Background: an optimization exercise with open tools, aiming at small area. Do not read the settings as production practice.
In this exercise RTL edits were held to simulation tests only and were not proved equivalent to the original.
Power figures rest on the tool's default switching activity, not on a simulated workload.

===== config.mk =====
export PLATFORM = sky130hd
export DESIGN_NAME = reg_trace_rules
export DESIGN_NICKNAME = reg_trace_rules
export VERILOG_FILES = /design/flow/design.v
export SDC_FILE = /design/flow/constraint.sdc
export NUM_CORES = 4
export LEC_CHECK = 0
export CAP_MARGIN = 20
export CORE_MARGIN = 2
export CORE_UTILIZATION = 65
export SLEW_MARGIN = 20
export SYNTH_HIERARCHICAL = 1

===== constraint.sdc =====
create_clock -name core_clock -period 10.0 [get_ports {usb_clk}]
set_input_delay 2.0000 -clock core_clock [delete_from_list [all_inputs] [get_ports {usb_clk}]]
set_output_delay 2.0000 -clock core_clock [all_outputs]
set_load 0.01 [all_outputs]

===== design.v =====
module reg_trace_rules #(
  parameter int         pMATCH_RULES  = 8,
  parameter int         pBUFFER_SIZE  = 64,
  parameter int         pBYTECNT_SIZE = 7,
  parameter int         pCOUNT_WIDTH  = 16,
  parameter logic [1:0] pSELECT       = 2'b01
) (
  input  logic                                 usb_clk,
  input  logic                                 reset_i,
  input  logic [7:0]                           reg_address,
  input  logic [pBYTECNT_SIZE-1:0]             reg_bytecnt,
  input  logic [7:0]                           write_data,
  input  logic                                 reg_read,
  input  logic                                 reg_write,
  input  logic                                 reg_addrvalid,
  output logic [7:0]                           read_data,
  output logic                                 selected,
  input  logic                                 I_commit_ok,
  input  logic [pMATCH_RULES-1:0]              I_match_hit,
  output logic [pMATCH_RULES*pBUFFER_SIZE-1:0] O_trace_pattern,
  output logic [pMATCH_RULES*pBUFFER_SIZE-1:0] O_trace_mask,
  output logic [pMATCH_RULES-1:0]              O_pattern_enable,
  output logic [pMATCH_RULES-1:0]              O_pattern_trig_enable,
  output logic                                 O_match_hold,
  output logic                                 O_update
);
  localparam int R  = 8;    
  localparam int PB = 8;    
  localparam int CW = 16;   
  logic [5:0] reg_a;
  logic       rst, wr, bclo, byte0;
  assign rst      = reset_i;
  assign reg_a    = reg_address[5:0];
  assign selected = reg_addrvalid & (reg_address[7:6] == pSELECT);
  assign wr       = selected & reg_write;
  assign bclo     = (reg_bytecnt[6:3] == 4'd0);    
  assign byte0    = bclo & (reg_bytecnt[2:0] == 3'd0);
  logic [R-1:0]  rsel;    
  logic [PB-1:0] bsel;    
  logic [3:0]    rule_sel;
  always_comb begin
    for (int r = 0; r < R; r++)  rsel[r] = (rule_sel == 4'(r));
    for (int b = 0; b < PB; b++) bsel[b] = bclo & (reg_bytecnt[2:0] == 3'(b));
  end
  logic       st_wait, st_copy, commit_pending, update_q;
  logic [2:0] idx_q;
  logic       go_copy, copy_en, copy_last;
  assign go_copy   = st_wait & I_commit_ok;
  assign copy_en   = st_copy & I_commit_ok;
  assign copy_last = copy_en & (idx_q == 3'd7);
  always_ff @(posedge usb_clk) begin
    if (rst) begin
      st_wait <= 1'b0;
      st_copy <= 1'b0;
    end else begin
      st_wait <= st_wait ? ~I_commit_ok : (~st_copy & commit_pending);
      st_copy <= st_copy ? ~copy_last : go_copy;
    end
  end
  always_ff @(posedge usb_clk) begin
    if (go_copy)      idx_q <= 3'd0;
    else if (copy_en) idx_q <= idx_q + 3'd1;
  end
  logic [pBUFFER_SIZE-1:0] sh_pat [R];
  logic [pBUFFER_SIZE-1:0] sh_mask [R];
  logic [pBUFFER_SIZE-1:0] act_pat [R];
  logic [pBUFFER_SIZE-1:0] act_mask [R];
  logic [R-1:0]            sh_en, sh_ten, act_en, act_ten;
  logic wr_ok, wp_nr, wm_nr;    
  assign wr_ok = wr & ~st_copy;
  assign wp_nr = wr_ok & (reg_a == 6'h01) & ~rst;
  assign wm_nr = wr_ok & (reg_a == 6'h02) & ~rst;
  for (genvar r = 0; r < R; r++) begin : g_sh
    for (genvar b = 0; b < PB; b++) begin : g_b
      logic ldp, hdp, wm, sam, sbm;
      assign ldp = wp_nr & rsel[r] & bsel[b];    
      assign hdp = ~(rst | ldp);                 
      assign wm  = wm_nr & rsel[r] & bsel[b];
      assign sam = ~wm;                          
      assign sbm = rst | wm;
      reg_trace_rules_ao #(8) u_p (.clk(usb_clk), .ld(ldp), .hd(hdp), .d(write_data),
                                   .q(sh_pat[r][b*8 +: 8]));
      reg_trace_rules_oa #(8) u_m (.clk(usb_clk), .sa(sam), .sb(sbm), .d(write_data),
                                   .q(sh_mask[r][b*8 +: 8]));
    end
  end
  logic w_en, w_ten;
  assign w_en  = wr_ok & byte0 & (reg_a == 6'h03) & ~rst;
  assign w_ten = wr_ok & byte0 & (reg_a == 6'h04) & ~rst;
  reg_trace_rules_ao #(R) u_sh_en  (.clk(usb_clk), .ld(w_en),  .hd(~(rst | w_en)),
                                    .d(write_data), .q(sh_en));
  reg_trace_rules_ao #(R) u_sh_ten (.clk(usb_clk), .ld(w_ten), .hd(~(rst | w_ten)),
                                    .d(write_data), .q(sh_ten));
  for (genvar r = 0; r < R; r++) begin : g_act
    logic ce, ld, hd, sa, sb;
    assign ce = copy_en & (idx_q == 3'(r));
    assign ld = ce & ~rst;      
    assign hd = ~(ce | rst);
    assign sa = rst | ~ce;      
    assign sb = rst | ce;
    reg_trace_rules_ao #(pBUFFER_SIZE) u_ap (.clk(usb_clk), .ld(ld), .hd(hd), .d(sh_pat[r]),
                                             .q(act_pat[r]));
    reg_trace_rules_oa #(pBUFFER_SIZE) u_am (.clk(usb_clk), .sa(sa), .sb(sb), .d(sh_mask[r]),
                                             .q(act_mask[r]));
    assign O_trace_pattern[r*pBUFFER_SIZE +: pBUFFER_SIZE] = act_pat[r];
    assign O_trace_mask[r*pBUFFER_SIZE +: pBUFFER_SIZE]    = act_mask[r];
  end
  logic ld_e;
  assign ld_e = copy_last & ~rst;
  reg_trace_rules_ao #(R) u_act_en  (.clk(usb_clk), .ld(ld_e), .hd(~(copy_last | rst)),
                                     .d(sh_en),  .q(act_en));
  reg_trace_rules_ao #(R) u_act_ten (.clk(usb_clk), .ld(ld_e), .hd(~(copy_last | rst)),
                                     .d(sh_ten), .q(act_ten));
  assign O_pattern_enable      = act_en;
  assign O_pattern_trig_enable = act_ten;
  assign O_match_hold          = st_copy;
  assign O_update              = update_q;
  logic         sat, write_drop;
  logic [R-1:0] sat_set;
  always_ff @(posedge usb_clk) begin
    if (rst) begin
      rule_sel       <= '0;
      commit_pending <= 1'b0;
      sat            <= 1'b0;
      write_drop     <= 1'b0;
      update_q       <= 1'b0;
    end else begin
      update_q       <= copy_last;
      commit_pending <= (commit_pending & ~go_copy) | (wr && reg_a == 6'h05);
      if (wr && reg_a == 6'h00 && byte0) rule_sel <= write_data[3:0];
      if (wr && reg_a == 6'h09) write_drop <= 1'b0;
      else if (wr && st_copy && reg_a >= 6'h01 && reg_a <= 6'h04) write_drop <= 1'b1;
      if (|sat_set) sat <= 1'b1;
      else if (wr && reg_a == 6'h09) sat <= 1'b0;
    end
  end
  logic [CW-1:0] cnt [R];
  logic          hclr_wr;
  assign hclr_wr = wr & (reg_a == 6'h08) & byte0;
  for (genvar r = 0; r < R; r++) begin : g_cnt
    reg_trace_rules_cnt u_c (.clk(usb_clk), .clr(rst | (hclr_wr & write_data[r])),
                             .hit(I_match_hit[r]), .q(cnt[r]), .sat_set(sat_set[r]));
  end
  logic rdv, rd_pat, rd_msk, rd_cnt, s_rs, s_en, s_ten, s_st, s_num, s_ver;
  assign rdv    = selected & reg_read & ~rst;
  assign rd_pat = rdv & (reg_a == 6'h01);
  assign rd_msk = rdv & (reg_a == 6'h02);
  assign rd_cnt = rdv & (reg_a == 6'h07);
  assign s_rs   = rdv & byte0 & (reg_a == 6'h00);
  assign s_en   = rdv & byte0 & (reg_a == 6'h03);
  assign s_ten  = rdv & byte0 & (reg_a == 6'h04);
  assign s_st   = rdv & byte0 & (reg_a == 6'h06);
  assign s_num  = rdv & byte0 & (reg_a == 6'h0A);
  assign s_ver  = rdv & byte0 & (reg_a == 6'h0B);
  localparam int NP = 2 * R * PB + 2 * R + 2;    
  logic [NP-1:0] rsl;                            
  logic [PB-1:0] bp, bm;
  logic [1:0]    bk;
  always_comb begin
    for (int b = 0; b < PB; b++) begin
      bp[b] = rd_pat & bsel[b];
      bm[b] = rd_msk & bsel[b];
    end
    for (int b = 0; b < 2; b++) bk[b] = rd_cnt & bsel[b];
    for (int r = 0; r < R; r++) begin
      for (int b = 0; b < PB; b++) begin
        rsl[r*PB + b]          = rsel[r] & bp[b];
        rsl[R*PB + r*PB + b]   = rsel[r] & bm[b];
      end
      for (int b = 0; b < 2; b++) rsl[2*R*PB + r*2 + b] = rsel[r] & bk[b];
    end
    rsl[NP-2] = s_en;
    rsl[NP-1] = s_ten;
  end
  logic [3:0] status;
  assign status = {write_drop, sat, st_copy, commit_pending};
  logic [7:0] rd_d, rd_q;
  for (genvar l = 0; l < 8; l++) begin : g_lane
    logic [NP-1:0] dat;
    always_comb begin
      for (int r = 0; r < R; r++) begin
        for (int b = 0; b < PB; b++) begin
          dat[r*PB + b]        = sh_pat[r][b*8 + l];
          dat[R*PB + r*PB + b] = sh_mask[r][b*8 + l];
        end
        for (int b = 0; b < 2; b++) dat[2*R*PB + r*2 + b] = cnt[r][b*8 + l];
      end
      dat[NP-2] = sh_en[l];
      dat[NP-1] = sh_ten[l];
    end
    if (l < 4) begin : g_lo
      reg_trace_rules_orsel #(NP + 3) u_or (
        .s({rsl, s_rs, s_st, (l == 1) ? s_ver : s_num}),
        .d({dat, rule_sel[l], status[l], (l == 1 || l == 3) ? 1'b1 : 1'b0}),
        .y(rd_d[l]));
    end else begin : g_hi
      reg_trace_rules_orsel #(NP) u_or (.s(rsl), .d(dat), .y(rd_d[l]));
    end
  end
  always_ff @(posedge usb_clk) rd_q <= rd_d;
  assign read_data = rd_q;
endmodule
module reg_trace_rules_ao #(
  parameter int W = 8
) (
  input  logic         clk,
  input  logic         ld,
  input  logic         hd,
  input  logic [W-1:0] d,
  output logic [W-1:0] q
);
  always_ff @(posedge clk) q <= ({W{ld}} & d) | ({W{hd}} & q);
endmodule
module reg_trace_rules_oa #(
  parameter int W = 8
) (
  input  logic         clk,
  input  logic         sa,
  input  logic         sb,
  input  logic [W-1:0] d,
  output logic [W-1:0] q
);
  always_ff @(posedge clk) q <= ({W{sa}} | d) & ({W{sb}} | q);
endmodule
module reg_trace_rules_cnt (
  input  logic        clk,
  input  logic        clr,
  input  logic        hit,
  output logic [15:0] q,
  output logic        sat_set
);
  logic [16:0] c;    
  assign c[0] = hit & ~(&q);
  for (genvar i = 0; i < 16; i++) begin : g
    assign c[i+1] = c[i] & q[i];
    always_ff @(posedge clk) q[i] <= ~clr & (q[i] ^ c[i]);
  end
  assign sat_set = ~clr & hit & (q == 16'hFFFE);
endmodule
module reg_trace_rules_orsel #(
  parameter int N = 3
) (
  input  logic [N-1:0] s,
  input  logic [N-1:0] d,
  output logic         y
);
  localparam int G = N / 3;
  localparam int X = N - 3 * G;
  logic [G-1:0] gn;
  for (genvar g = 0; g < G; g++) begin : g_g
    reg_trace_rules_aoi222 u (.a0(s[3*g]), .b0(d[3*g]), .a1(s[3*g+1]), .b1(d[3*g+1]),
                              .a2(s[3*g+2]), .b2(d[3*g+2]), .y(gn[g]));
  end
  if (X == 0) begin : g_x0
    assign y = ~&gn;
  end else if (X == 1) begin : g_x1
    assign y = ~&gn | (s[N-1] & d[N-1]);
  end else begin : g_x2
    assign y = ~&gn | (s[N-1] & d[N-1]) | (s[N-2] & d[N-2]);
  end
endmodule
module reg_trace_rules_aoi222 (
  input  logic a0, b0, a1, b1, a2, b2,
  output logic y
);
  assign y = ~((a0 & b0) | (a1 & b1) | (a2 & b2));
endmodule

===== flow/run.sh =====
#!/bin/bash
# Layout flow: the standard layout (standard.sh, unchanged synthesis, floorplan, power grid
# and tap cells), with two settings changed through ORFS's own variables:
#  - the port buffers that global placement inserts on every input and output use buf_1
#    (the outputs drive a fixed 0.01 pF load);
#  - clock tree synthesis uses clkbuf_4/clkbuf_8 with larger sink clusters and no dummy loads.
# Every tool's output goes to ORFS's per-step logs under orfs/logs and to standard.log here.
set -euo pipefail
cd "$(dirname "$0")/.."
export BUFFER_PORTS_ARGS="-buffer_cell sky130_fd_sc_hd__buf_1"
export CTS_ARGS="-sink_clustering_enable -repair_clock_nets -dont_use_dummy_load -buf_list {sky130_fd_sc_hd__clkbuf_4 sky130_fd_sc_hd__clkbuf_8} -sink_clustering_size 18 -sink_clustering_max_diameter 50"
bash standard.sh finish > standard.log 2>&1

===== standard.sh =====
#!/bin/bash
# synth_recipe.tcl (not shown) runs the flow's synth.tcl, then flattens the netlist and writes it again
# the make line also repeats each setting of config.mk as NAME=value (left out here)
make -C /OpenROAD-flow-scripts/flow DESIGN_CONFIG=/design/flow/config.mk WORK_HOME=/design/flow/orfs CLKGATE_MAP_FILE= SYNTH_SCRIPT=/design/flow/synth_recipe.tcl "${@:-finish}"

==> results_dict.tcl, run 1 <==
set metrics [dict create \
    hold_viol_final 0 \
    cp_cell_sequence "buf_1 > or4_1 > nor3_4 > buf_4 > nand2_1 > nor2_1 > a222oi_1 > nand4_1 > nor4_2 > nand4_1" \
    grt-busiest-layer "met2" \
    setup_tns_ns 0 \
    hold_path_depth 1 \
    grt_pass1_wl_um 434000 \
    final_antenna_net_count 0 \
    cts_tree "built" \
    slowest_stage "nor4_2" \
    area.growth.synth_to_final_pct 5.61 \
    slew_viol_final 0 \
    slew_headroom 0.184 \
    start_kind "input pin" \
    fin_util 0.692 \
    hp-class "reg2reg" \
    overflow 0 \
    mostFrequentLayoutCell "dfxtp_1" \
    holdWs_ns 0.475 \
    clk_latency_ns 0.95 \
    track_usage 0.484 \
    crit_family "simple AND/OR/NAND/NOR gates" \
    fin_crit_sh 0.592 \
    fp-row-count 127 \
    r2r_start "rule_sel[2]$_SDFFE_PP0P_" \
    drt-wirelength-per-cell_um 36.0 \
    nFillCells 8901 \
    syn_area_per_cell_um2 12.3 \
    clk_path_buf_depth 3 \
    worstSetupPathType "in2reg" \
    clock-root-buffer "clkbuf_8" \
    gp_congestion 1.09 \
    num_vias 65400 \
    synth.distinct_cells 53 \
    design_area_mm2 0.0829 \
    start_util 0.655 \
    dp_slack_ns 3.30 \
    portBuffers 1087 \
    grt_max_degree 163 \
    drc 0 \
    drive_gt1_frac 0.0506 \
    min_from "g_act[6].u_ap.q[4]$_DFF_P_" \
    cts.sinks 2229 \
    p_leak_nw 29.2 \
    ys.flop_type "dfxtp_1" \
    met1_usage 0.600 \
    maxCapViolCount 0 \
    vias_per_cell 7.48 \
    cp_common_cell "nand4_1" \
    rsz0062_at_grt "false" \
    crit_arrival_ns 6.62 \
    min_to "g_act[6].u_ap.q[4]$_DFF_P_" \
    power_density_mw_per_mm2 163 \
    period_minus_slack_ns 5.92 \
    antenna_found_initial 35 \
    dpl_cell_area_mm2 0.0805 \
    grt_pass1_vias 58300 \
    clk_pin_slew_ns 0.10 \
    endpoint_kind "flip-flop" \
    max_slew.worst_pin.slew_ns 1.22 \
    async_flop_share 0 \
    finalSetupViolCount 0 \
    r2r_slack_ns 5.58 \
    critPathRequiredTime_ns 10.70 \
    dr.pass1.iters 13 \
    yosysWarningCount 17 \
    outcome "finished clean" \
    synth_edf_count 0 \
    met2_usage 0.711 \
    synth-seq-cells 2229 \
    core_area_mm2 0.120 \
    fin_nets 7278 \
    place_hpwl_um 229000 \
    drtIter0Drc 13000 \
    dieArea_mm2 0.124 \
    final_cell_mix "dfxtp_1, buf_1, a22o_1, o22a_1, a222oi_1" \
    final.setup_skew_ns 0.103 \
    worstPathMaxFanout 19 \
    post_cts_buffers 0 \
    cts_buffers 169 \
    cts.repair.resized 0 \
    clock.fmax_mhz 169 \
    dieHeight_um 351 \
    wirelength_um 315000 \
    fin_ws_ns 4.08 \
    worstRegToRegCells 9 \
    yosysSeqAreaShare 0.569 \
    synth_area_mm2 0.0785 \
    critPathBufInv 2 \
    holdBufCountCts 0 \
    met3_usage 0.159 \
    ir_drop_mv 0.136 \
    die_w_um 351 \
    reg2reg_to "rd_q[2]$_DFF_P_" \
    io_pins 1088 \
    postSynthCellCount 6354 \
    htree_num_levels 4 \
    slowest_delay_ns 1.04 \
]
## synth_stat cells, drive strengths merged (2+ instances only)
library cell,number,area [um^2]
a21boi,8,60.1
a21o,78,586
a21oi,68,340
a221oi,8,70.1
a222oi,388,3880
a22o,1056,9280
a31o,2,17.5
a41oi,2,17.5
and3,8,50.1
buf,515,4610
clkbuf,59,221
conb,2,7.51
dfxtp,2229,44600
ha,126,1580
inv,23,86.3
mux2i,4,40.0
nand2,106,428
nand2b,13,81.3
nand3,28,178
nand4,126,803
nor2,262,1040
nor2b,129,807
nor3,18,110
nor4,34,284
o21ai,4,20.0
o22a,1024,8970
or2,8,50.1
or3,2,12.5
or4,5,41.3
or4b,3,33.8
xnor2,9,78.8
## cells by family after synthesis
logic type,Yosys count,share of synthesized area
compound gates,2639,0.296
flops,2229,0.569
simple gates,748,0.0507
buf+inv,597,0.0627
fa+ha+maj,126,0.0201
xor+xnor,9,0.00100
mux,4,0.000510
other cells,2,0.0000957
## Yosys stat by module (local to each module, per instance), excerpt
module	flops+latches	area [um^2]	copies in the design
reg_trace_rules	21	3980	1
reg_trace_rules_cnt	16	673	8
reg_trace_rules_aoi222	0	10.0	388
## state kept, by name (all words and copies together) (netlist names)
name	flops
commit_pending	1
g_act.u_am.q	512
g_act.u_ap.q	512
g_cnt.u_c.q	128
g_sh.g_b.u_m.q	512
g_sh.g_b.u_p.q	512
idx_q	3
rd_q	8
rule_sel	4
sat	1
st_copy	1
st_wait	1
u_act_en.q	8
u_act_ten.q	8
u_sh_en.q	8
u_sh_ten.q	8
update_q	1
write_drop	1
## per-stage QoR
stage	cells	power [mW]
floorplan	6356	9.30
global placement	8555	9.44
detailed placement	8556	9.45
CTS	8725	13.5
global route	8733	13.8
finish	8744	13.5
## where the power goes
group | total, mW | internal, mW | switching [mW]
combinational | 0.383 | 0.0596 | 0.323
sequential | 8.88 | 8.88 | 0.00768
clock | 4.28 | 1.51 | 2.77
total | 13.5 | 10.4 | 3.10
## layer usage
layer  wire length (um)  vias up
met5                280        -
met4              27600       42
met3              43300     1292
met2             133000     5314
met1             110000    31900
li1                   -    26800
## layout make-up
class | instances | area (um^2) | area share
diodes | 19 | 47.5 | 0.000574
clock buffers | 169 | 2330 | 0.0281
inverters | 23 | 95.1 | 0.00115
multi-input cells | 3530 | 29000 | 0.351
flip-flops and latches | 2229 | 44600 | 0.538
well taps | 1612 | 2020 | 0.0243
repair buffers | 1162 | 4710 | 0.0569
## worst max path at each step
stage,startpoint,to,slack [ns],depth (start not counted)
6_report,reg_bytecnt[3],rd_q[2]$_DFF_P_,4.08,10
5_1_grt,reg_bytecnt[4],rd_q[2]$_DFF_P_,4.00,10
4_1_cts,reg_bytecnt[4],rd_q[2]$_DFF_P_,4.20,9
3_5_place_dp,reg_bytecnt[4],rd_q[2]$_DFF_P_,3.30,9
3_3_place_gp,reg_bytecnt[3],rd_q[3]$_DFF_P_,3.06,10
2_1_floorplan,I_match_hit[1],g_cnt[1].u_c.q[14]$_DFF_P_,4.99,17
==> run 2: changes to the inputs <==
--- a/design.v
+++ b/design.v
@@ -60,4 +60,4 @@
   always_ff @(posedge usb_clk) begin
-    if (go_copy)      idx_q <= 3'd0;
-    else if (copy_en) idx_q <= idx_q + 3'd1;
+    if (rst || go_copy) idx_q <= 3'd0;
+    else if (copy_en)   idx_q <= idx_q + 3'd1;
   end
==> results_dict.tcl, run 2 <==
set metrics [dict create \
    outcome "finished clean" \
    start_util 0.655 \
    final.setup_skew_ns 0.0793 \
    drt-wirelength-per-cell_um 37.1 \
    drc 0 \
    clk_pin_slew_ns 0.08 \
    clock.fmax_mhz 157 \
    hold_viol_final 0 \
    holdWs_ns 0.472 \
    ys.flop_type "dfxtp_1" \
    gp_congestion 1.10 \
    cts_buffers 169 \
    grt_pass1_vias 59800 \
    die_w_um 352 \
    final_antenna_net_count 0 \
    drtIter0Drc 14000 \
    area.growth.synth_to_final_pct 5.55 \
    place_hpwl_um 245000 \
    maxCapViolCount 0 \
    yosys.area.top_type_share 0.567 \
    slew_headroom 0.124 \
    clk_latency_ns 0.92 \
    grt_pass1_wl_um 454000 \
    post_cts_buffers 0 \
    setup_tns_ns 0 \
    nFillCells 9155 \
    htree_num_levels 4 \
    async_flop_share 0 \
    synth.distinct_cells 51 \
    antenna_found_initial 33 \
    cts.repair.resized 0 \
    worstPathMaxFanout 59 \
    yosysTopAreaCell "dfxtp_1" \
    fp-row-count 127 \
    synthTopCellsByArea "dfxtp_1, a22o_1, o22a_1, a222oi_1, buf_6" \
    yosysSeqAreaShare 0.567 \
    clock-root-buffer "clkbuf_8" \
    slew_viol_final 0 \
    endpoint_kind "flip-flop" \
    period_minus_slack_ns 6.37 \
    final_cell_mix "dfxtp_1, buf_1, a22o_1, o22a_1, a222oi_1" \
    dr.pass1.iters 14 \
    synth_area_mm2 0.0787 \
    vias_per_cell 7.61 \
    worstSetupPathType "in2reg" \
    core_area_mm2 0.120 \
    track_usage 0.502 \
    fin_crit_sh 0.637 \
    hp-class "reg2reg" \
    yosysMostFrequentCell "dfxtp_1" \
    io_pins 1088 \
    num_vias 67100 \
    critPathRequiredTime_ns 10.70 \
    clk_path_buf_depth 3 \
    fin_nets 7350 \
    cts.sinks 2229 \
    max_slew.worst_pin.slew_ns 1.31 \
    rsz0062_at_grt "false" \
    holdBufCountCts 0 \
    cts_tree "built" \
    dieArea_mm2 0.124 \
    crit_arrival_ns 7.07 \
    overflow 0 \
    synth_edf_count 0 \
    mostFrequentLayoutCell "dfxtp_1" \
    start_kind "input pin" \
    drive_gt1_frac 0.0487 \
    synthTopCellsByCount "dfxtp_1, a22o_1, o22a_1, a222oi_1, buf_6" \
    finalSetupViolCount 0 \
    power_density_mw_per_mm2 163 \
    syn_area_per_cell_um2 12.2 \
    ir_drop_mv 0.154 \
    portBuffers 1087 \
    grt_max_degree 81 \
    dieHeight_um 352 \
    postSynthCellCount 6434 \
    wirelength_um 327000 \
    yosysWarningCount 17 \
    p_leak_nw 29.2 \
    synth-seq-cells 2229 \
]
run 2: cell types whose count changed in the layout (fill, tap and decap cells not counted), moves of 9 or more:
cell | before | now
nand2_1 | 96 | 70
nor2_1 | 250 | 276
nand3_1 | 23 | 71
nand2b_1 | 13 | 23
nor3_1 | 13 | 28
a31oi_1 | 1 | 10
run 2: logic make-up after synthesis:
logic type,synth area share
adders and majority gates,0.0200
muxes,0.000508
AOI/OAI and AO/OA,0.295
buffers and inverters,0.0625
other,0.0000954
DFF,0.567
xor gates and xnor gates,0.00100
and+or+nand+nor,0.0537
run 2: path summary, 6_finish.rpt:
kind / startpoint / to / slack (ns) / cells past startpoint
setup / recovery: reset_i / rd_q[3]$_DFF_P_ / 3.63 / 9
hold / removal: g_act[7].u_ap.q[30]$_DFF_P_ / g_act[7].u_ap.q[30]$_DFF_P_ / 0.47 / 1
setup reg to reg: rule_sel[3]$_SDFFE_PP0P_ / rd_q[0]$_DFF_P_ / 4.85 / 9
hold reg to reg: g_act[7].u_ap.q[30]$_DFF_P_ / g_act[7].u_ap.q[30]$_DFF_P_ / 0.47 / 1
run 2: power by group:
group / total [mW] / leakage [nW] / internal [mW] / switching (mW)
combinational: 0.389 / 9.96 / 0.0603 / 0.329
clock: 4.28 / 1.22 / 1.51 / 2.76
sequential: 8.88 / 18.0 / 8.88 / 0.00743
run 2: metrics by stage:
step	instance area, um^2	power [mW]	setup slack [ns]	cells	utilization
after global placement	80700	9.45	3.30	8621	0.671
after global routing	83100	13.8	3.81	8804	0.692
after CTS	83000	13.5	4.23	8791	0.691
final	83100	13.5	3.63	8812	0.692
after floorplan	78800	9.31	4.99	6436	-
after detailed placement	80700	9.45	3.29	8622	0.672
run 2: final cells by class:
class | instances | area [um^2] | area share
repair buffers | 1163 | 4680 | 0.0564
well taps | 1612 | 2020 | 0.0243
clock buffers | 169 | 2330 | 0.0280
inverters | 22 | 86.3 | 0.00104
flip-flops and latches | 2229 | 44600 | 0.537
diodes | 15 | 37.5 | 0.000452
multi-input cells | 3602 | 29300 | 0.353
run 2: critical path, stage by stage:
cell and delay [ns]:
clkbuf_4 0.62, and4bb_2 0.36, nand4_1 0.11, or2_2 0.93
nor2_1 0.36, a222oi_1 1.02, nand4_1 0.40, nor4_1 1.06
nand4_1 0.17
run 2: routing by layer:
metal,track usage,vias to the layer above,wire (um)
met4,0.376,30,30600
met3,0.181,1431,48300
met5,0,-,176
met2,0.719,5974,135000
li1,-,27100,-
met1,0.619,32500,113000
run 2: Yosys stat by module (local to each module, per instance), a selection:
module / area, um^2 / copies in the design / flops+latches / cells
reg_trace_rules: 4250 / 1 / 21 / 802
reg_trace_rules_cnt: 673 / 8 / 16 / 57
reg_trace_rules_aoi222: 10.0 / 388 / 0 / 1
==> run 3: changes to the inputs <==
--- a/design.v
+++ b/design.v
@@ -72,10 +72,14 @@
   assign wm_nr = wr_ok & (reg_a == 6'h02) & ~rst;
+  logic [R-1:0]  nrp, rm;    
+  logic [PB-1:0] nbs;        
+  logic          nrst;
+  assign nrst = ~rst;
+  assign nrp  = ~({R{wp_nr}} & rsel);
+  assign rm   = {R{wm_nr}} & rsel;
+  assign nbs  = ~bsel;
   for (genvar r = 0; r < R; r++) begin : g_sh
     for (genvar b = 0; b < PB; b++) begin : g_b
-      logic ldp, hdp, wm, sam, sbm;
-      assign ldp = wp_nr & rsel[r] & bsel[b];    
-      assign hdp = ~(rst | ldp);                 
-      assign wm  = wm_nr & rsel[r] & bsel[b];
-      assign sam = ~wm;                          
-      assign sbm = rst | wm;
+      logic ldp, hdp, sam, sbm;
+      reg_trace_rules_rowp u_cp (.nrp(nrp[r]), .nbs(nbs[b]), .rst(rst), .ld(ldp), .hd(hdp));
+      reg_trace_rules_rowm u_cm (.rm(rm[r]), .bs(bsel[b]), .nrst(nrst), .sa(sam), .sb(sbm));
       reg_trace_rules_ao #(8) u_p (.clk(usb_clk), .ld(ldp), .hd(hdp), .d(write_data),
@@ -267 +271,27 @@
 endmodule
+module reg_trace_rules_rowp (
+  input  logic nrp, nbs, rst,
+  output logic ld, hd
+);
+  reg_trace_rules_nor2 u_l (.a(nrp), .b(nbs), .y(ld));
+  reg_trace_rules_nor2 u_h (.a(rst), .b(ld),  .y(hd));
+endmodule
+module reg_trace_rules_rowm (
+  input  logic rm, bs, nrst,
+  output logic sa, sb
+);
+  reg_trace_rules_nand2 u_a (.a(rm),   .b(bs), .y(sa));
+  reg_trace_rules_nand2 u_b (.a(nrst), .b(sa), .y(sb));
+endmodule
+module reg_trace_rules_nor2 (
+  input  logic a, b,
+  output logic y
+);
+  assign y = ~(a | b);
+endmodule
+module reg_trace_rules_nand2 (
+  input  logic a, b,
+  output logic y
+);
+  assign y = ~(a & b);
+endmodule
==> results_dict.tcl, run 3 <==
set metrics [dict create \
    yosys.area.top_type_share 0.574 \
    slew_viol_final 0 \
    htree_num_levels 4 \
    async_flop_share 0 \
    synth_top_family_by_area "compound AO/OA/AOI/OAI gates" \
    wl_met1_um 107000 \
    synth_area_mm2 0.0777 \
    yosysWarningCount 17 \
    min_from "g_sh[4].g_b[5].u_p.q[6]$_DFF_P_" \
    cts_buffers 168 \
    crit_family "simple AND/OR/NAND/NOR gates" \
    hold_viol_final 0 \
    clock.fmax_mhz 144 \
    dr.pass1.iters 11 \
    final_antenna_net_count 0 \
    synth-seq-cells 2229 \
    start_util 0.657 \
    endpoint_kind "flip-flop" \
    synth_xor_area_frac 0.00101 \
    synthTopCellsByCount "dfxtp_1, a22o_1, o22a_1, a222oi_1, nor2_1" \
    final_cell_mix "dfxtp_1, buf_1, a22o_1, o22a_1, a222oi_1" \
    gp_congestion 1.06 \
    vias_per_cell 7.45 \
    ir_drop_mv 0.150 \
    synth.distinct_cells 47 \
    highest_layer "met5" \
    antenna_found_initial 20 \
    reg2reg_to "g_cnt[0].u_c.q[14]$_DFF_P_" \
    wirelength_um 309000 \
    drtIter0Drc 10800 \
    place_hpwl_um 225000 \
    dieHeight_um 350 \
    clk_pin_slew_ns 0.11 \
    crit_arrival_ns 7.66 \
    drt-wirelength-per-cell_um 35.7 \
    ys.flop_type "dfxtp_1" \
    yosysMostFrequentCell "dfxtp_1" \
    nFillCells 8896 \
    worstRegToRegCells 19 \
    post_cts_buffers 0 \
    worstPathMaxFanout 10 \
    fin_ws_ns 3.06 \
    clk_path_buf_depth 3 \
    critPathRequiredTime_ns 10.71 \
    holdBufCountCts 0 \
    io_pins 1088 \
    setup_tns_ns 0 \
    multi_input_area_mm2 0.0286 \
    track_usage 0.483 \
    portBuffers 1087 \
    yosys.area_share.simple 0.0548 \
    die_w_um 350 \
    wl_met2_um 129000 \
    synth-compound-area-share 0.289 \
    synth_edf_count 0 \
    synth.area.mux_share 0.000515 \
    fin_nets 7273 \
    min_to "g_act[4].u_ap.q[46]$_DFF_P_" \
    dp_slack_ns 3.04 \
    cts.repair.resized 0 \
    period_minus_slack_ns 6.94 \
    grt_pass1_vias 57700 \
    yosysSeqAreaShare 0.574 \
    wl_met3_um 42300 \
    outcome "finished clean" \
    slowest_delay_ns 1.24 \
    grt_max_degree 108 \
    postSynthCellCount 6284 \
    overflow 0 \
    power_density_mw_per_mm2 164 \
    syn_area_per_cell_um2 12.4 \
    maxCapViolCount 0 \
    dieArea_mm2 0.122 \
    drive_gt1_frac 0.0492 \
    num_vias 64500 \
    core_area_mm2 0.118 \
    p_leak_nw 29.1 \
    slew_headroom 0.146 \
    clk_latency_ns 0.92 \
    cts_tree "built" \
    rsz0062_at_grt "false" \
    worstSetupPathType "in2reg" \
    synthTopCellsByArea "dfxtp_1, a22o_1, o22a_1, a222oi_1, buf_6" \
    drc 0 \
    cts.sinks 2229 \
    fin_crit_sh 0.694 \
    yosys.area_share.adder 0.0203 \
    slowest_stage "clkinv_1" \
    finalSetupViolCount 0 \
    cp_cell_sequence "buf_1 > nor2b_1 > nand2_1 > clkinv_1 > nand2_1 > nor2_1 > a222oi_1 > nand4_1 > nor4_1 > nand4_1" \
    clock-root-buffer "clkbuf_8" \
    grt_pass1_wl_um 428000 \
    fp-row-count 126 \
    path_depth 10 \
    start_kind "input pin" \
    max_slew.worst_pin.slew_ns 1.27 \
    critPathBufInv 2 \
    final.setup_skew_ns 0.0747 \
    hp-class "reg2reg" \
    mostFrequentLayoutCell "dfxtp_1" \
    r2r_start "g_cnt[0].u_c.q[15]$_DFF_P_" \
    hold_path_depth 1 \
    area.growth.synth_to_final_pct 5.97 \
    yosysTopAreaCell "dfxtp_1" \
    r2r_slack_ns 5.62 \
    ff_latch_area_mm2 0.0446 \
]
## run 3: cell types whose count changed in the layout (fill, tap and decap cells not counted), sizes merged, moves of 8 or more
cell,change
a31o,-8
nand2b,-21
a31oi,-9
nor2,+42
nand2,+89
nand3,-30
nor3,-26
a21oi,-51
a21o,-65
## run 3: cell families after synthesis
kind of cell             count (synthesis)
buffers and inverters                  545
adder cells (fa/ha/maj)                126
AO/OA/AOI/OAI                         2509
AND/OR/NAND/NOR                        860
XOR/XNOR                                 9
multiplexers                             4
flip-flops                            2229
other                                    2
## run 3: final cells by class
| class | count | share of cell area |
|---|---|---|
| Antenna cell | 12 | 0.000365 |
| Clock buffer | 168 | 0.0281 |
| Inverter | 30 | 0.00146 |
| Multi-Input combinational cell | 3512 | 0.347 |
| Sequential cell | 2229 | 0.542 |
| Tap cell | 1536 | 0.0233 |
| Timing Repair Buffer | 1169 | 0.0579 |
## run 3: per-stage QoR
step                std cells  area [um^2]  hold slack [ns]   util  total power, mW
floorplan                6286        77700            0.456      -             9.29
global placement         8474        79900            0.451  0.676             9.43
detailed placement       8476        80000            0.451  0.676             9.44
CTS                      8644        82300            0.472  0.696             13.5
global route             8649        82300            0.482  0.696             13.8
finish                   8656        82300            0.470  0.696             13.5
## run 3: per-module statistics from Yosys (local to each module, per instance), excerpt
| module | area (um^2) | cells | times used |
|---|---|---|---|
| reg_trace_rules | 2240 | 396 | 1 |
| reg_trace_rules_cnt | 673 | 57 | 8 |
| reg_trace_rules_aoi222 | 10.0 | 1 | 388 |
| reg_trace_rules_nand2 | 3.75 | 1 | 128 |
| reg_trace_rules_nor2 | 3.75 | 1 | 128 |
## run 3: where the power goes
part	internal (mW)	total, mW	switching [mW]
Combinational	0.0532	0.369	0.316
Clock	1.50	4.25	2.74
Sequential	8.88	8.88	0.00696
## run 3: worst max path at each step
| stage | start | to | slack (ns) |
|---|---|---|---|
| final | reg_bytecnt[1] | rd_q[7]$_DFF_P_ | 3.06 |
| after global routing | reg_bytecnt[1] | rd_q[7]$_DFF_P_ | 3.12 |
| after CTS | reg_bytecnt[1] | rd_q[7]$_DFF_P_ | 3.96 |
| after detailed placement | reg_bytecnt[1] | rd_q[7]$_DFF_P_ | 3.04 |
| after global placement | reg_bytecnt[1] | rd_q[7]$_DFF_P_ | 2.92 |
| after floorplan | I_match_hit[1] | g_cnt[1].u_c.q[14]$_DFF_P_ | 4.99 |
## run 3: per-layer routing
metal,GRT usage,vias up
met2,0.701,5157
met4,0.384,18
li1,-,26700
met1,0.587,31400
met5,0,-
met3,0.162,1233
==> run 4: changes to the inputs <==
==> flow/run.sh (replaced) <==
#!/bin/bash
# Layout flow: the standard layout (standard.sh, unchanged synthesis, floorplan, power grid
# and tap cells), with two settings changed through ORFS's own variables:
#  - the port buffers that global placement inserts on every input and output use buf_1
#    (the outputs drive a fixed 0.01 pF load);
#  - clock tree synthesis uses clkbuf_4/clkbuf_8 (clkbuf_4 above the leaves) with larger sink clusters and no dummy loads.
# Every tool's output goes to ORFS's per-step logs under orfs/logs and to standard.log here.
set -euo pipefail
cd "$(dirname "$0")/.."
export BUFFER_PORTS_ARGS="-buffer_cell sky130_fd_sc_hd__buf_1"
export CTS_ARGS="-sink_clustering_enable -repair_clock_nets -dont_use_dummy_load -buf_list {sky130_fd_sc_hd__clkbuf_4 sky130_fd_sc_hd__clkbuf_8} -tree_buf sky130_fd_sc_hd__clkbuf_4 -sink_clustering_size 18 -sink_clustering_max_diameter 50"
bash standard.sh finish > standard.log 2>&1
==> results_dict.tcl, run 4 <==
set metrics [dict create \
    dieArea_mm2 0.122 \
    grt_pass1_wl_um 427000 \
    fin_util 0.695 \
    die_w_um 350 \
    yosysWarningCount 17 \
    yosys.area.top_type_share 0.574 \
    final_antenna_net_count 0 \
    vias_per_cell 7.44 \
    maxCapViolCount 0 \
    final_cell_mix "dfxtp_1, buf_1, a22o_1, o22a_1, a222oi_1" \
    grt_pass1_vias 57800 \
    antenna_found_initial 21 \
    design_area_mm2 0.0822 \
    clk_latency_ns 0.99 \
    num_vias 64400 \
    gp_congestion 1.06 \
    drtIter0Drc 10600 \
    async_flop_share 0 \
    cts_tree "built" \
    p_leak_nw 29.1 \
    hold_viol_final 0 \
    clk_path_buf_depth 3 \
    ys.flop_type "dfxtp_1" \
    postSynthCellCount 6284 \
    place_hpwl_um 225000 \
    synth_edf_count 0 \
    dpl_cell_area_mm2 0.0800 \
    cts.repair.resized 0 \
    holdBufCountCts 0 \
    area.growth.synth_to_final_pct 5.84 \
    max_slew.worst_pin.slew_ns 1.29 \
    start_kind "input pin" \
    worstPathMaxFanout 10 \
    dieHeight_um 350 \
    synth_area_mm2 0.0777 \
    fin_nets 7273 \
    mostFrequentLayoutCell "dfxtp_1" \
    yosysTopAreaCell "dfxtp_1" \
    rsz0062_at_grt "false" \
    clk_pin_slew_ns 0.11 \
    slowest_delay_ns 1.26 \
    fin_ws_ns 3.02 \
    cts.sinks 2229 \
    post_cts_buffers 0 \
    dr.pass1.iters 15 \
    finalSetupViolCount 0 \
    yosysSeqAreaShare 0.574 \
    outcome "finished clean" \
    portBuffers 1087 \
    crit_arrival_ns 7.74 \
    totalPowerFinal_mw 13.4 \
    cp_cell_sequence "buf_1 > nor2b_1 > nand2_1 > clkinv_1 > nand2_1 > nor2_1 > a222oi_1 > nand4_1 > nor4_1 > nand4_1" \
    drt-wirelength-per-cell_um 35.7 \
    drive_gt1_frac 0.0492 \
    synth.distinct_cells 47 \
    dp_slack_ns 3.04 \
    io_pins 1088 \
    core_area_mm2 0.118 \
    wirelength_um 309000 \
    clock.fmax_mhz 143 \
    power_density_mw_per_mm2 163 \
    ir_drop_mv 0.134 \
    fin_crit_sh 0.698 \
    cts_buffers 168 \
    endpoint_kind "flip-flop" \
    slew_viol_final 0 \
    slew_headroom 0.134 \
    syn_area_per_cell_um2 12.4 \
    start_util 0.657 \
    final.setup_skew_ns 0.0968 \
    period_minus_slack_ns 6.98 \
    yosysMostFrequentCell "dfxtp_1" \
    synthTopCellsByCount "dfxtp_1, a22o_1, o22a_1, a222oi_1, nor2_1" \
    critPathRequiredTime_ns 10.76 \
    hp-class "reg2reg" \
    clock-root-buffer "clkbuf_8" \
    fp-row-count 126 \
    htree_num_levels 4 \
    track_usage 0.482 \
    synthTopCellsByArea "dfxtp_1, a22o_1, o22a_1, a222oi_1, buf_6" \
    synth-seq-cells 2229 \
    slowest_stage "clkinv_1" \
    setup_tns_ns 0 \
    overflow 0 \
    grt_max_degree 108 \
    drc 0 \
    worstSetupPathType "in2reg" \
]
## run 4: cell counts after synthesis
Identical to the previous run, type by type.
## run 4: per-layer routing
metal	wire, um	GRT usage	vias to the layer above	part of all wire
li1	-	-	26600	-
met1	107000	0.588	31400	0.35
met3	42200	0.159	1200	0.14
met2	129000	0.700	5143	0.42
met5	82	0	-	0.00027
met4	30200	0.383	14	0.098
## run 4: worst max-delay path, delay by kind of cell
kind / cells / cell delay, ns
compound gates: 1 / 0.89
buf+inv: 2 / 1.55
simple gates: 7 / 3.28
## run 4: path summary, 6_finish.rpt
check / cells past startpoint / startpoint / end / slack, ns
worst max register to register: 19 / g_cnt[0].u_c.q[15]$_DFF_P_ / g_cnt[0].u_c.q[14]$_DFF_P_ / 5.66
worst min register to register: 1 / g_sh[4].g_b[2].u_m.q[5]$_DFF_P_ / g_act[4].u_am.q[21]$_DFF_P_ / 0.46
worst min-delay path: 1 / g_sh[4].g_b[2].u_m.q[5]$_DFF_P_ / g_act[4].u_am.q[21]$_DFF_P_ / 0.46
worst max-delay path: 10 / reg_bytecnt[1] / rd_q[7]$_DFF_P_ / 3.02
## run 4: Yosys stat by module (local to each module, per instance), a selection
module / flip-flops and latches / times used
reg_trace_rules_cnt: 16 / 8
reg_trace_rules_nand2: 0 / 128
reg_trace_rules: 21 / 1
reg_trace_rules_aoi222: 0 / 388
reg_trace_rules_nor2: 0 / 128
## run 4: final cells by class
cell class | count | area (um^2)
Clock buffer | 168 | 2210
Sequential cell | 2229 | 44600
Multi-Input combinational cell | 3512 | 28600
Tap cell | 1536 | 1920
Antenna cell | 12 | 30.0
Timing Repair Buffer | 1169 | 4770
Fill cell | 8905 | 36000
Inverter | 30 | 120
## run 4: per-stage QoR
step,std cells,hold slack [ns]
6_report,8656,0.463
5_1_grt,8649,0.466
4_1_cts,8644,0.463
3_3_place_gp,8474,0.451
2_1_floorplan,6286,0.456
3_5_place_dp,8476,0.451
## run 4: cell families after synthesis
kind of cell             synth area share
AO/OA/AOI/OAI                       0.289
buffers and inverters              0.0603
XOR/XNOR                          0.00101
multiplexers                     0.000515
other                           0.0000967
adder cells (fa/ha/maj)            0.0203
flip-flops                          0.574
AND/OR/NAND/NOR                    0.0548
## run 4: report_power, final
group	internal, mW	total (mW)	switching, mW
clock	1.42	4.15	2.74
sequential	8.88	8.88	0.00700
combinational	0.0532	0.369	0.316
total	10.3	13.4	3.06
==> run 5: changes to the inputs <==
--- a/config.mk
+++ b/config.mk
@@ -9,3 +9,3 @@
 export CORE_MARGIN = 2
-export CORE_UTILIZATION = 65
+export CORE_UTILIZATION = 72
 export SLEW_MARGIN = 20
==> results_dict.tcl, run 5 <==
set metrics [dict create \
    p_leak_nw 28.9 \
    final.setup_skew_ns 0.0929 \
    die_w_um 332 \
    grt_pass1_wl_um 429000 \
    finalSetupViolCount 0 \
    num_vias 65700 \
    r2r_slack_ns 5.50 \
    period_minus_slack_ns 6.44 \
    dieHeight_um 332 \
    hold_viol_final 0 \
    worstPathMaxFanout 9 \
    ys.flop_type "dfxtp_1" \
    worstRegToRegCells 20 \
    async_flop_share 0 \
    start_kind "input pin" \
    hp-class "reg2reg" \
    holdBufCountCts 0 \
    outcome "finished clean" \
    drtIter0Drc 12400 \
    core_area_mm2 0.107 \
    start_util 0.726 \
    yosysTopAreaCell "dfxtp_1" \
    yosys.area.top_type_share 0.574 \
    clk_path_buf_depth 3 \
    track_usage 0.532 \
    setup_tns_ns 0 \
    crit_arrival_ns 7.27 \
    reg2reg_to "g_cnt[0].u_c.q[15]$_DFF_P_" \
    htree_num_levels 4 \
    dpl_cell_area_mm2 0.0796 \
    r2r_start "g_cnt[0].u_c.q[12]$_DFF_P_" \
    overflow 0 \
    final_cell_mix "dfxtp_1, buf_1, a22o_1, o22a_1, a222oi_1" \
    portBuffers 1087 \
    dieArea_mm2 0.111 \
    design_area_mm2 0.0818 \
    cts.sinks 2229 \
    worstSetupPathType "in2reg" \
    fin_util 0.764 \
    yosysWarningCount 17 \
    drive_gt1_frac 0.0460 \
    area.growth.synth_to_final_pct 5.34 \
    synth.distinct_cells 47 \
    clock.fmax_mhz 155 \
    vias_per_cell 7.72 \
    dr.pass1.iters 13 \
    hold_path_depth 1 \
    io_pins 1088 \
    slew_viol_final 0 \
    gp_congestion 1.06 \
    rsz0062_at_grt "false" \
    synth_edf_count 0 \
    clk_latency_ns 0.99 \
    min_to "g_act[7].u_ap.q[39]$_DFF_P_" \
    drt-wirelength-per-cell_um 36.2 \
    mostFrequentLayoutCell "dfxtp_1" \
    clock-root-buffer "clkbuf_8" \
    yosysMostFrequentCell "dfxtp_1" \
    wirelength_um 308000 \
    grt_max_degree 83 \
    postSynthCellCount 6284 \
    clk_pin_slew_ns 0.10 \
    synth-seq-cells 2229 \
    maxCapViolCount 0 \
    ir_drop_mv 0.136 \
    post_cts_buffers 0 \
    fin_crit_sh 0.644 \
    cts.repair.resized 0 \
    endpoint_kind "flip-flop" \
    critPathRequiredTime_ns 10.84 \
    syn_area_per_cell_um2 12.4 \
    drc 0 \
    yosysSeqAreaShare 0.574 \
    max_slew.worst_pin.slew_ns 1.39 \
    grt_pass1_vias 58600 \
    fp-row-count 120 \
    slew_headroom 0.0712 \
    power_density_mw_per_mm2 163 \
    synthTopCellsByArea "dfxtp_1, a22o_1, o22a_1, a222oi_1, buf_6" \
    min_from "g_act[7].u_ap.q[39]$_DFF_P_" \
    antenna_found_initial 29 \
    place_hpwl_um 222000 \
    final_antenna_net_count 0 \
    synthTopCellsByCount "dfxtp_1, a22o_1, o22a_1, a222oi_1, nor2_1" \
    fin_nets 7255 \
    synth_area_mm2 0.0777 \
    cts_tree "built" \
    cts_buffers 162 \
]
[run 5: cell counts after synthesis]
Identical to the previous run, type by type.
[run 5: how the worst max path moves through the flow]
stage          slack (ns)      startpoint                          to
3_3_place_gp         3.02  reg_bytecnt[5]             rd_q[1]$_DFF_P_
4_1_cts              4.16  reg_bytecnt[5]             rd_q[1]$_DFF_P_
6_report             3.56  reg_bytecnt[5]             rd_q[2]$_DFF_P_
2_1_floorplan        4.99  I_match_hit[1]  g_cnt[1].u_c.q[14]$_DFF_P_
5_1_grt              3.79  reg_bytecnt[5]             rd_q[3]$_DFF_P_
3_5_place_dp         3.10  reg_bytecnt[5]             rd_q[2]$_DFF_P_
[run 5: kinds of logic (layout without fill, tap and decap cells)]
group | Yosys count | after routing | synth area share
AO/OA/AOI/OAI | 2509 | 2509 | 0.289
flip-flops | 2229 | 2229 | 0.574
AND/OR/NAND/NOR | 860 | 860 | 0.0548
buffers and inverters | 545 | 1349 | 0.0603
adder cells (fa/ha/maj) | 126 | 126 | 0.0203
XOR/XNOR | 9 | 9 | 0.00101
multiplexers | 4 | 4 | 0.000515
other | 2 | 26 | 0.0000967
[run 5: metrics by stage]
stage               worst slack [ns]  instances  power [mW]  hold slack (ns)
floorplan                       4.99       6286        9.29            0.456
global placement                3.02       8327        9.42            0.451
detailed placement              3.10       8327        9.43            0.451
CTS                             4.16       8489        13.2            0.473
global route                    3.79       8508        13.6            0.485
finish                          3.56       8515        13.3            0.475
[run 5: cell type report]
type	count	area, um^2
multi-input combinational	3512	28500
inverter	30	123
sequential	2229	44600
fill	7400	25200
antenna	22	55.1
tap	1403	1760
timing repair buffer	1157	4640
clock buffer	162	2130
[run 5: critical path: stages]
cell and delay (ns):
buf_1 0.12, or4_1 0.26, nor2_1 0.11, nand2_1 0.90
inv_1 0.91, nand2_1 0.63, nor2_1 0.25, a222oi_1 0.67
nand4_1 0.28, nor4_1 0.95, nand4_1 0.16
[run 5: per-layer routing]
metal	share of wire	vias to the layer above	track usage
met5	0.00048	-	0
met2	0.40	6069	0.745
li1	-	26600	-
met3	0.16	1475	0.205
met1	0.33	31500	0.643
met4	0.11	22	0.453
[run 5: power by group]
part           switching, mW  internal (mW)  total, mW
logic                  0.310         0.0515      0.362
clock network           2.71           1.37       4.08
registers            0.00747           8.88       8.88
total                   3.03           10.3       13.3
[run 5: Yosys stat by module (local to each module, per instance), a selection]
module | cell area [um^2] | copies in the design
reg_trace_rules | 2240 | 1
reg_trace_rules_aoi222 | 10.0 | 388
reg_trace_rules_nand2 | 3.75 | 128
reg_trace_rules_cnt | 673 | 8
reg_trace_rules_nor2 | 3.75 | 128
==> run 6: changes to the inputs <==
--- a/config.mk
+++ b/config.mk
@@ -9,3 +9,3 @@
 export CORE_MARGIN = 2
-export CORE_UTILIZATION = 72
+export CORE_UTILIZATION = 76
 export SLEW_MARGIN = 20
==> results_dict.tcl, run 6 <==
set metrics [dict create \
    num_vias 66800 \
    synth_top_family_by_area "compound AO/OA/AOI/OAI gates" \
    drive_gt1_frac 0.0446 \
    htree_num_levels 4 \
    io_pins 1088 \
    final.setup_skew_ns 0.121 \
    worstPathMaxFanout 9 \
    synth-seq-cells 2229 \
    fin_crit_sh 0.589 \
    dr.pass1.iters 13 \
    setup_tns_ns 0 \
    slew_headroom 0.0583 \
    holdWs_ns 0.457 \
    hp-class "reg2reg" \
    slowest_stage "inv_1" \
    synth_area_mm2 0.0777 \
    mostFrequentLayoutCell "dfxtp_1" \
    core_area_mm2 0.102 \
    yosysTopAreaCell "dfxtp_1" \
    clk_pin_slew_ns 0.11 \
    worstSetupPathType "in2reg" \
    cts_buffers 157 \
    internal_power_mw 10.3 \
    cts.repair.resized 0 \
    slew_viol_final 0 \
    yosys.area_share.adder 0.0203 \
    yosysMostFrequentCell "dfxtp_1" \
    clock-root-buffer "clkbuf_8" \
    crit_arrival_ns 6.77 \
    cts_tree "built" \
    totalPowerFinal_mw 13.3 \
    yosys.area_share.simple 0.0548 \
    gp_congestion 1.07 \
    synthTopCellsByCount "dfxtp_1, a22o_1, o22a_1, a222oi_1, nor2_1" \
    cts.sinks 2229 \
    outcome "finished clean" \
    switching_share 0.227 \
    drt-wirelength-per-cell_um 36.3 \
    yosysWarningCount 17 \
    post_cts_buffers 0 \
    grt_pass1_wl_um 423000 \
    final_cell_mix "dfxtp_1, buf_1, a22o_1, o22a_1, a222oi_1" \
    grt_max_degree 81 \
    worstRegToRegCells 8 \
    grt_pass1_vias 58400 \
    synth-compound-area-share 0.289 \
    finalSetupViolCount 0 \
    fp-row-count 117 \
    p_comb_frac 0.027 \
    yosys.area.top_type_share 0.574 \
    vias_per_cell 7.89 \
    drtIter0Drc 14100 \
    clockPowerShare 0.303 \
    start_util 0.765 \
    synth_edf_count 0 \
    hold_path_depth 1 \
    syn_area_per_cell_um2 12.4 \
    clk_latency_ns 1.01 \
    nFillCells 6263 \
    cp_cell_sequence "buf_1 > or4_1 > nor2_1 > nand2_1 > inv_1 > nand2_1 > nor2_1 > a222oi_1 > nand4_1 > nor4_1 > nand4_1" \
    ff_latch_area_mm2 0.0446 \
    critPathRequiredTime_ns 10.88 \
    hold_viol_final 0 \
    area.growth.synth_to_final_pct 5.18 \
    p_switching_mw 3.02 \
    period_minus_slack_ns 5.89 \
    multi_input_area_mm2 0.0285 \
    ir_drop_mv 0.143 \
    dieArea_mm2 0.105 \
    synth.area.mux_share 0.000515 \
    async_flop_share 0 \
    synth.distinct_cells 47 \
    dieHeight_um 324 \
    holdBufCountCts 0 \
    clk_path_buf_depth 3 \
    postSynthCellCount 6284 \
    fin_nets 7246 \
    drc 0 \
    overflow 0 \
    rsz0062_at_grt "false" \
    track_usage 0.558 \
    p_leak_nw 28.9 \
    min_from "g_sh[0].g_b[1].u_p.q[1]$_DFF_P_" \
    portBuffers 1087 \
    final_antenna_net_count 0 \
    maxCapViolCount 0 \
    start_kind "input pin" \
    r2r_start "rule_sel[2]$_SDFFE_PP0P_" \
    critPathBufInv 2 \
    r2r_slack_ns 5.26 \
    ys.flop_type "dfxtp_1" \
    synthTopCellsByArea "dfxtp_1, a22o_1, o22a_1, a222oi_1, buf_6" \
    max_slew.worst_pin.slew_ns 1.41 \
    power_density_mw_per_mm2 162 \
    place_hpwl_um 219000 \
    seqPwrFrac 0.669 \
    slowest_delay_ns 1.09 \
    synth_xor_area_frac 0.00101 \
    reg2reg_to "rd_q[2]$_DFF_P_" \
    clock.fmax_mhz 170 \
    antenna_found_initial 21 \
    yosysSeqAreaShare 0.574 \
    min_to "g_act[0].u_ap.q[9]$_DFF_P_" \
    wirelength_um 307000 \
    die_w_um 324 \
    endpoint_kind "flip-flop" \
    crit_family "simple AND/OR/NAND/NOR gates" \
]
[run 6: worst max path at each step]
| stage | startpoint | cells after the start | end | slack [ns] |
|---|---|---|---|---|
| after global placement | reg_bytecnt[4] | 11 | rd_q[6]$_DFF_P_ | 3.56 |
| after floorplan | I_match_hit[1] | 17 | g_cnt[1].u_c.q[14]$_DFF_P_ | 4.99 |
| after CTS | reg_bytecnt[4] | 11 | rd_q[5]$_DFF_P_ | 4.61 |
| after detailed placement | reg_bytecnt[4] | 11 | rd_q[5]$_DFF_P_ | 3.64 |
| final | reg_bytecnt[4] | 11 | rd_q[6]$_DFF_P_ | 4.11 |
| after global routing | reg_bytecnt[4] | 11 | rd_q[6]$_DFF_P_ | 4.35 |
[run 6: power by group through the flow]
stage	Sequential (mW)	Clock, mW	Combinational (mW)
3_5_place_dp	9.09	0	0.335
4_1_cts	8.88	3.95	0.336
3_3_place_gp	9.09	0	0.328
6_report	8.88	4.02	0.365
2_1_floorplan	9.09	0	0.205
5_1_grt	8.89	4.27	0.363
[run 6: final cells by class]
class	count	share of cell area
diodes	19	0.000582
clock buffers	157	0.0252
inverters	30	0.00149
multi-input cells	3512	0.349
flip-flops and latches	2229	0.546
well taps	1368	0.0209
repair buffers	1153	0.0568
[run 6: logic make-up after synthesis]
logic type      after synthesis
mux                           4
fa+ha+maj                   126
flops                      2229
compound gates             2509
other cells                   2
simple gates                860
xor+xnor                      9
buf+inv                     545
[run 6: modules after synthesis, one instance, submodules excluded, excerpt]
module	cells	times used	flip-flops and latches	area, um^2
reg_trace_rules_nor2	1	128	0	3.75
reg_trace_rules_nand2	1	128	0	3.75
reg_trace_rules_cnt	57	8	16	673
reg_trace_rules	396	1	21	2240
reg_trace_rules_aoi222	1	388	0	10.0
[run 6: per-layer routing]
metal,global-route usage,up-vias,share of wire
li1,-,26600,-
met1,0.676,31900,0.32
met2,0.769,6644,0.40
met3,0.218,1675,0.17
met4,0.484,12,0.12
met5,0.00880,-,0.00063
[run 6: through the flow]
step | cell area (um^2) | std cells | util | setup slack (ns)
after CTS | 81600 | 8446 | 0.803 | 4.61
after detailed placement | 79500 | 8289 | 0.783 | 3.64
after floorplan | 77700 | 6286 | - | 4.99
after global routing | 81700 | 8457 | 0.804 | 4.35
after global placement | 79500 | 8289 | 0.783 | 3.56
final | 81700 | 8468 | 0.804 | 4.11

## separate check: timing with driven ports
In the flow no input, the clock included, has a driving cell. The finished layouts below were timed again as built, in two steps. Step 1 sets driving cells, clkbuf_16 on the clock port and buf_2 on the other inputs (assumed; they add their load-dependent delay and slew). Step 2, shift: input delay + t, output delay - t, t = (earliest + latest rising clock arrival at the registers) / 2. This alone moves slack from input paths to output paths. Three values: no drivers, after step 1, after step 2; two values: the first two.
run | t (ns) | setup slack, ns | worst register clock-pin slew, ns | pins driven straight from the clock port
run 1 | 0.976 | 4.079 / 4.141 / 3.166 | 0.11 / 0.11 | 1
run 2 | 0.965 | 3.625 / 3.692 / 2.727 | 0.11 / 0.11 | 1
run 3 | 0.974 | 3.056 / 3.109 / 2.135 | 0.11 / 0.11 | 1
run 4 | 1.034 | 3.020 / 3.071 / 2.037 | 0.12 / 0.12 | 1
run 5 | 1.046 | 3.565 / 3.632 / 2.586 | 0.11 / 0.11 | 1
run 6 | 1.042 | 4.106 / 4.175 / 3.133 | 0.11 / 0.11 | 1
After both steps every run listed still meets setup and hold. The setup slack of run 4, which loses most, moves by +0.051 ns with the drivers and by -0.983 ns with both steps.
